This design comes from an exercise in tuning for small area on the open sky130 flow, not from production work. Function was checked by simulation only, so behaviour that the tests miss may differ from the original. No activity file was given, so power comes from the tool's default toggle rates.

==> run a <==
Design regfile_2r1w, start of the top module:
module regfile_2r1w
#(
  parameter int DATA_W   = regfile_2r1w_pkg::DEF_DATA_W,
  parameter int DEPTH    = regfile_2r1w_pkg::DEF_DEPTH,
  parameter int ADDR_W   = regfile_2r1w_pkg::DEF_ADDR_W,
  parameter int ZERO_REG = 1
) (
  input  logic              clk,
  input  logic              reset,
  input  logic              mode,
  input  logic              write_enable,
  input  logic [ADDR_W-1:0] waddr,
  input  logic [DATA_W-1:0] wdata,
  input  logic              rd_en,
  input  logic [ADDR_W-1:0] raddr_a,
  input  logic [ADDR_W-1:0] raddr_b,
  output logic [DATA_W-1:0] rdata_a,
  output logic [DATA_W-1:0] rdata_b,
  output logic              rvalid,
  input  logic              clear_req,
  output logic              busy
);
  logic [DEPTH-1:1][DATA_W-1:0] mem;
  logic [DEPTH-1:1][DATA_W-1:0] mem_nxt;
  logic [DEPTH-1:1]             valid;
  logic [DEPTH-1:1]             we;
  logic [DEPTH-1:1]             we_n;
  logic [DATA_W-1:0]            wd_n;
  logic [ADDR_W-1:0]            clr_cnt;
  logic wr_accept;
  logic rd_accept;
  logic hit_a, hit_b;
  logic [DEPTH:0]      sel_a, sel_b;
  logic [DATA_W-1:0]   rdata_a_nxt, rdata_b_nxt;
  always_comb begin
    wr_accept = !busy && write_enable && (waddr != '0);
    rd_accept = !busy && rd_en && (mode == regfile_2r1w_pkg::MODE_INTERPRET);
    wd_n      = ~wdata;
    for (int r = 1; r < DEPTH; r++) begin
      we[r]   = wr_accept && (waddr == ADDR_W'(r));
      we_n[r] = !we[r];
    end
    hit_a = wr_accept && (waddr == raddr_a);
    hit_b = wr_accept && (waddr == raddr_b);
    sel_a[0] = !rd_accept;
    sel_b[0] = !rd_accept;
    sel_a[1] = rd_accept && hit_a;
    sel_b[1] = rd_accept && hit_b;
    for (int r = 1; r < DEPTH; r++) begin
      sel_a[r+1] = rd_accept && !hit_a && valid[r] && (raddr_a == ADDR_W'(r));
      sel_b[r+1] = rd_accept && !hit_b && valid[r] && (raddr_b == ADDR_W'(r));
    end
  end
  always_ff @(posedge clk or posedge reset) begin
    if (reset) begin
      busy    <= 1'b0;
      clr_cnt <= '0;
      rvalid  <= 1'b0;
    end else begin
      rvalid <= rd_accept;
      if (busy) begin
        clr_cnt <= clr_cnt + 1'b1;
        if (clr_cnt == ADDR_W'(DEPTH - 1)) busy <= 1'b0;
      end else if (clear_req) begin
        busy <= 1'b1;
      end
    end
  end
  always_ff @(posedge clk or posedge reset) begin
    if (reset) begin
      valid <= '0;
  ...
Settings: LEC_CHECK=0, CAP_MARGIN=5, CELL_PAD_IN_SITES_DETAIL_PLACEMENT=1, CELL_PAD_IN_SITES_GLOBAL_PLACEMENT=2, CORE_MARGIN=2, CORE_UTILIZATION=62, SLEW_MARGIN=5, SYNTH_HIERARCHICAL=1; clock period 5.0 ns.
standard.sh (not shown) runs the stock make flow with config.mk's settings and CLKGATE_MAP_FILE= SYNTH_SCRIPT=/design/flow/synth_recipe.tcl, a recipe that flattens the netlist after the stock synthesis.
==> flow/flow/run.sh <==
#!/bin/bash
# The standard layout (the standard.sh, unchanged synthesis), with two
# placement/CTS options passed to ORFS through its own variables:
#  - port buffers use the smallest buffer cell instead of the default pick;
#  - clock tree synthesis with small clock buffers and no dummy loads.
set -euo pipefail
export BUFFER_PORTS_ARGS="-buffer_cell sky130_fd_sc_hd__buf_1"
export CTS_ARGS="-sink_clustering_enable -repair_clock_nets -buf_list {sky130_fd_sc_hd__clkbuf_4 sky130_fd_sc_hd__clkbuf_8} -dont_use_dummy_load -sink_clustering_size 16 -sink_clustering_max_diameter 60"
bash standard.sh > standard_flow.log 2>&1
==> run b (differences from run a) <==
--- a/flow/flow/run.sh
+++ b/flow/flow/run.sh
@@ -7,3 +7,3 @@
 export BUFFER_PORTS_ARGS="-buffer_cell sky130_fd_sc_hd__buf_1"
-export CTS_ARGS="-sink_clustering_enable -repair_clock_nets -buf_list {sky130_fd_sc_hd__clkbuf_4 sky130_fd_sc_hd__clkbuf_8} -dont_use_dummy_load -sink_clustering_size 16 -sink_clustering_max_diameter 60"
+export CTS_ARGS="-sink_clustering_enable -repair_clock_nets -buf_list {sky130_fd_sc_hd__clkbuf_4 sky130_fd_sc_hd__clkbuf_8} -dont_use_dummy_load"
 bash standard.sh > standard_flow.log 2>&1
--- a/flow/config.mk
+++ b/flow/config.mk
@@ -7,3 +7,3 @@
 export LEC_CHECK = 0
-export CAP_MARGIN = 5
+export CAP_MARGIN = 20
 export CELL_PAD_IN_SITES_DETAIL_PLACEMENT = 1
@@ -11,4 +11,4 @@
 export CORE_MARGIN = 2
-export CORE_UTILIZATION = 62
-export SLEW_MARGIN = 5
+export CORE_UTILIZATION = 50
+export SLEW_MARGIN = 20
 export SYNTH_HIERARCHICAL = 1
==> notes <==
Run b passed the timing, DRC and antenna checks. Run a stopped in global placement without I/O (GPL-0301). In synthesized cell count, run b and run a do not differ. Area after synthesis is the same in run b and run a.

* * *

==> inputs of v35 <==
==> flow/design.v <==
package regfile_2r1w_pkg;
  localparam logic MODE_SCRIBBLE  = 1'b0;
  localparam logic MODE_INTERPRET = 1'b1;
  localparam int DEF_DATA_W = 32;
  localparam int DEF_DEPTH  = 32;
  localparam int DEF_ADDR_W = 5;
  typedef enum logic {
    ST_IDLE  = 1'b0,
    ST_CLEAR = 1'b1
  } rf_state_e;
endpackage
module rf_hold (
  input  logic en_n,
  input  logic wd_n,
  input  logic q,
  output logic d
);
  assign d = ~((en_n | wd_n) & ~(en_n & q));
endmodule
module rf_aoi222 (
  input  logic a1, a2, b1, b2, c1, c2,
  output logic y
);
  assign y = ~((a1 & a2) | (b1 & b2) | (c1 & c2));
endmodule
module rf_nand11 (
  input  logic [10:0] x,
  output logic        y
);
  assign y = ~(&x);
endmodule
module regfile_read_port
#(
  parameter int N = 33
) (
  input  logic [N-1:0] sel,
  input  logic [N-1:0] data,
  output logic         y
);
  logic [10:0] x;
  for (genvar g = 0; g < 11; g++) begin : g_aoi
    rf_aoi222 u_aoi (
      .a1(sel[3*g]),   .a2(data[3*g]),
      .b1(sel[3*g+1]), .b2(data[3*g+1]),
      .c1(sel[3*g+2]), .c2(data[3*g+2]),
      .y (x[g])
    );
  end
  rf_nand11 u_or (.x(x), .y(y));
endmodule
module regfile_2r1w
#(
  parameter int DATA_W   = regfile_2r1w_pkg::DEF_DATA_W,
  parameter int DEPTH    = regfile_2r1w_pkg::DEF_DEPTH,
  parameter int ADDR_W   = regfile_2r1w_pkg::DEF_ADDR_W,
  parameter int ZERO_REG = 1
) (
  input  logic              clk,
  input  logic              reset,
  input  logic              mode,
  input  logic              write_enable,
  input  logic [ADDR_W-1:0] waddr,
  input  logic [DATA_W-1:0] wdata,
  input  logic              rd_en,
  input  logic [ADDR_W-1:0] raddr_a,
  input  logic [ADDR_W-1:0] raddr_b,
  output logic [DATA_W-1:0] rdata_a,
  output logic [DATA_W-1:0] rdata_b,
  output logic              rvalid,
  input  logic              clear_req,
  output logic              busy
);
  logic [DEPTH-1:1][DATA_W-1:0] mem;
  logic [DEPTH-1:1][DATA_W-1:0] mem_nxt;
  logic [DEPTH-1:1]             valid;
  logic [DEPTH-1:1]             we;
  logic [DEPTH-1:1]             we_n;
  logic [DATA_W-1:0]            wd_n;
  logic [ADDR_W-1:0]            clr_cnt;
  logic wr_accept;
  logic rd_accept;
  logic hit_a, hit_b;
  logic [DEPTH:0]      sel_a, sel_b;
  logic [DATA_W-1:0]   rdata_a_nxt, rdata_b_nxt;
  always_comb begin
    wr_accept = !busy && write_enable && (waddr != '0);
    rd_accept = !busy && rd_en && (mode == regfile_2r1w_pkg::MODE_INTERPRET);
    wd_n      = ~wdata;
    for (int r = 1; r < DEPTH; r++) begin
      we[r]   = wr_accept && (waddr == ADDR_W'(r));
      we_n[r] = !we[r];
    end
    hit_a = wr_accept && (waddr == raddr_a);
    hit_b = wr_accept && (waddr == raddr_b);
    sel_a[0] = !rd_accept;
    sel_b[0] = !rd_accept;
    sel_a[1] = rd_accept && hit_a;
    sel_b[1] = rd_accept && hit_b;
    for (int r = 1; r < DEPTH; r++) begin
      sel_a[r+1] = rd_accept && !hit_a && valid[r] && (raddr_a == ADDR_W'(r));
      sel_b[r+1] = rd_accept && !hit_b && valid[r] && (raddr_b == ADDR_W'(r));
    end
  end
  always_ff @(posedge clk or posedge reset) begin
    if (reset) begin
      busy    <= 1'b0;
      clr_cnt <= '0;
      rvalid  <= 1'b0;
    end else begin
      rvalid <= rd_accept;
      if (busy) begin
        clr_cnt <= clr_cnt + 1'b1;
        if (clr_cnt == ADDR_W'(DEPTH - 1)) busy <= 1'b0;
      end else if (clear_req) begin
        busy <= 1'b1;
      end
    end
  end
  always_ff @(posedge clk or posedge reset) begin
    if (reset) begin
      valid <= '0;
    end else begin
      valid <= busy ? '0 : (valid | we);
    end
  end
  for (genvar r = 1; r < DEPTH; r++) begin : g_row
    for (genvar c = 0; c < DATA_W; c++) begin : g_bit
      rf_hold u_hold (
        .en_n (we_n[r]),
        .wd_n (wd_n[c]),
        .q    (mem[r][c]),
        .d    (mem_nxt[r][c])
      );
    end
  end
  always_ff @(posedge clk) begin
    mem <= mem_nxt;
  end
  for (genvar c = 0; c < DATA_W; c++) begin : g_col
    logic [DEPTH:0] da, db;
    assign da[0] = rdata_a[c];
    assign db[0] = rdata_b[c];
    assign da[1] = wdata[c];
    assign db[1] = wdata[c];
    for (genvar r = 1; r < DEPTH; r++) begin : g_ent
      assign da[r+1] = mem[r][c];
      assign db[r+1] = mem[r][c];
    end
    regfile_read_port #(.N(DEPTH+1)) u_rd_a (.sel(sel_a), .data(da), .y(rdata_a_nxt[c]));
    regfile_read_port #(.N(DEPTH+1)) u_rd_b (.sel(sel_b), .data(db), .y(rdata_b_nxt[c]));
  end
  always_ff @(posedge clk or posedge reset) begin
    if (reset) begin
      rdata_a <= '0;
      rdata_b <= '0;
    end else begin
      rdata_a <= rdata_a_nxt;
      rdata_b <= rdata_b_nxt;
    end
  end
endmodule
==> flow/flow/run.sh <==
#!/bin/bash
# The standard layout (the standard.sh, unchanged synthesis), with two
# placement/CTS options passed to ORFS through its own variables:
#  - port buffers use the smallest buffer cell instead of the default pick;
#  - clock tree synthesis with small clock buffers and no dummy loads.
set -euo pipefail
export BUFFER_PORTS_ARGS="-buffer_cell sky130_fd_sc_hd__buf_1"
export CTS_ARGS="-sink_clustering_enable -repair_clock_nets -buf_list {sky130_fd_sc_hd__clkbuf_4 sky130_fd_sc_hd__clkbuf_8} -dont_use_dummy_load -sink_clustering_size 18 -sink_clustering_max_diameter 65"
bash standard.sh > standard_flow.log 2>&1
==> flow/standard.sh <==
#!/bin/bash
# synth_recipe.tcl (not shown) runs the flow's synth.tcl, then flattens the netlist and writes it again
# the make line also repeats each setting of config.mk as NAME=value (left out here)
make -C /OpenROAD-flow-scripts/flow DESIGN_CONFIG=/design/flow/config.mk WORK_HOME=/design/flow/orfs CLKGATE_MAP_FILE= SYNTH_SCRIPT=/design/flow/synth_recipe.tcl "${@:-finish}"
==> flow/config.mk <==
export PLATFORM = sky130hd
export DESIGN_NAME = regfile_2r1w
export DESIGN_NICKNAME = regfile_2r1w
export VERILOG_FILES = /design/flow/design.v
export SDC_FILE = /design/flow/constraint.sdc
export NUM_CORES = 4
export LEC_CHECK = 0
export CAP_MARGIN = 5
export CELL_PAD_IN_SITES_DETAIL_PLACEMENT = 0
export CELL_PAD_IN_SITES_GLOBAL_PLACEMENT = 1
export CORE_MARGIN = 2
export CORE_UTILIZATION = 58
export SLEW_MARGIN = 5
export SYNTH_HIERARCHICAL = 1
==> flow/constraint.sdc <==
create_clock -name core_clock -period 5.0 [get_ports {clk}]
set_input_delay 1.0000 -clock core_clock [delete_from_list [all_inputs] [get_ports {clk}]]
set_output_delay 1.0000 -clock core_clock [all_outputs]
set_load 0.01 [all_outputs]
==> v22 (differences from v35) <==
==> flow/run.sh (new file) <==
#!/bin/bash
# synth_recipe.tcl (not shown) runs the flow's synth.tcl, then flattens the netlist and writes it again
# the make line also repeats each setting of config.mk as NAME=value (left out here)
make -C /OpenROAD-flow-scripts/flow DESIGN_CONFIG=/design/flow/config.mk WORK_HOME=/design/flow/orfs CLKGATE_MAP_FILE= SYNTH_SCRIPT=/design/flow/synth_recipe.tcl finish
Settings changed: CAP_MARGIN 5 to 20, CELL_PAD_IN_SITES_DETAIL_PLACEMENT 0 to 1, CELL_PAD_IN_SITES_GLOBAL_PLACEMENT 1 to 2, CORE_UTILIZATION 58 to 50, CTS_BUF_LIST from default to sky130_fd_sc_hd__clkbuf_4 sky130_fd_sc_hd__clkbuf_8, SLEW_MARGIN 5 to 20.
removed: flow/flow/run.sh
removed: flow/standard.sh
==> qor summary <==
| quantity | v35 | v22 |
|---|---|---|
| Overall fraction of global-route tracks in use | 46.1% | 45.1% |
| Relative contribution of the clock network to total power | 26.4% | 42.9% |
| Length of routed wiring on met1 | 63600 um | 72200 um |
| Cell Pwr Density | 336 mW/mm^2 | 402 mW/mm^2 |
| Share of the final layout cell area in multi-input gates | 42.5% | 39.0% |
| Critical Path Source Type | flop | primary input |
| Placed cell count | 5564 | 5699 |
| Data required time at the worst endpoint | 5.59 ns | 5.80 ns |
| Routed WL per cell | 31.2 um | 32.7 um |
| Layout cells sized above 1 | 6.51% | 11.9% |
| Total combinational power | 1.10 mW | 1.25 mW |
| Flop pwr share | 66.4% | 50.9% |
| Result of the run | complete, no violations | complete, no violations |
| Clock transition time at the flip-flop clock pins of the worst setup and hold paths | 0.12 ns | 0.06 ns |
| Number of tap instances | 950 | 1070 |
| Net switching fraction of the power | 26.6% | 26.1% |
| # H-tree levels | 3 | 4 |
| Peak per-stage delay on the critical path | 0.81 ns | 0.66 ns |
| Via count of the first global-routing pass | 38500 | 44500 |
| Clkbuf count | 72 | 296 |

static timing again, ports no longer ideal:
How much do the figures lean on ideal ports? The routed layouts below were timed once more, with nothing changed but the port constraints. Step 1, drivers: a clkbuf_16 drives clk and a buf_2 each remaining input, both assumed. Step 2 also shifts input and output timing later by t, the mid clock arrival at the registers, as if the neighbouring blocks saw the same clock. Three values: no drivers, after step 1, after step 2; two values: the first two.
run | shift t [ns] | setup WS [ns] | worst register clock-pin slew, ns | cell pins on the clock port's net
run b | 0.930 | 1.180 / 1.180 / 0.411 | 0.06 / 0.06 | 1
v35 | 0.765 | 0.775 / 0.775 / 0.510 | 0.12 / 0.12 | 1
v22 | 0.934 | 1.219 / 1.264 / 0.330 | 0.07 / 0.07 | 1
After both steps every run listed still meets setup and hold. The setup slack of v22, which loses most, moves by +0.045 ns with the drivers and by -0.889 ns with both steps.
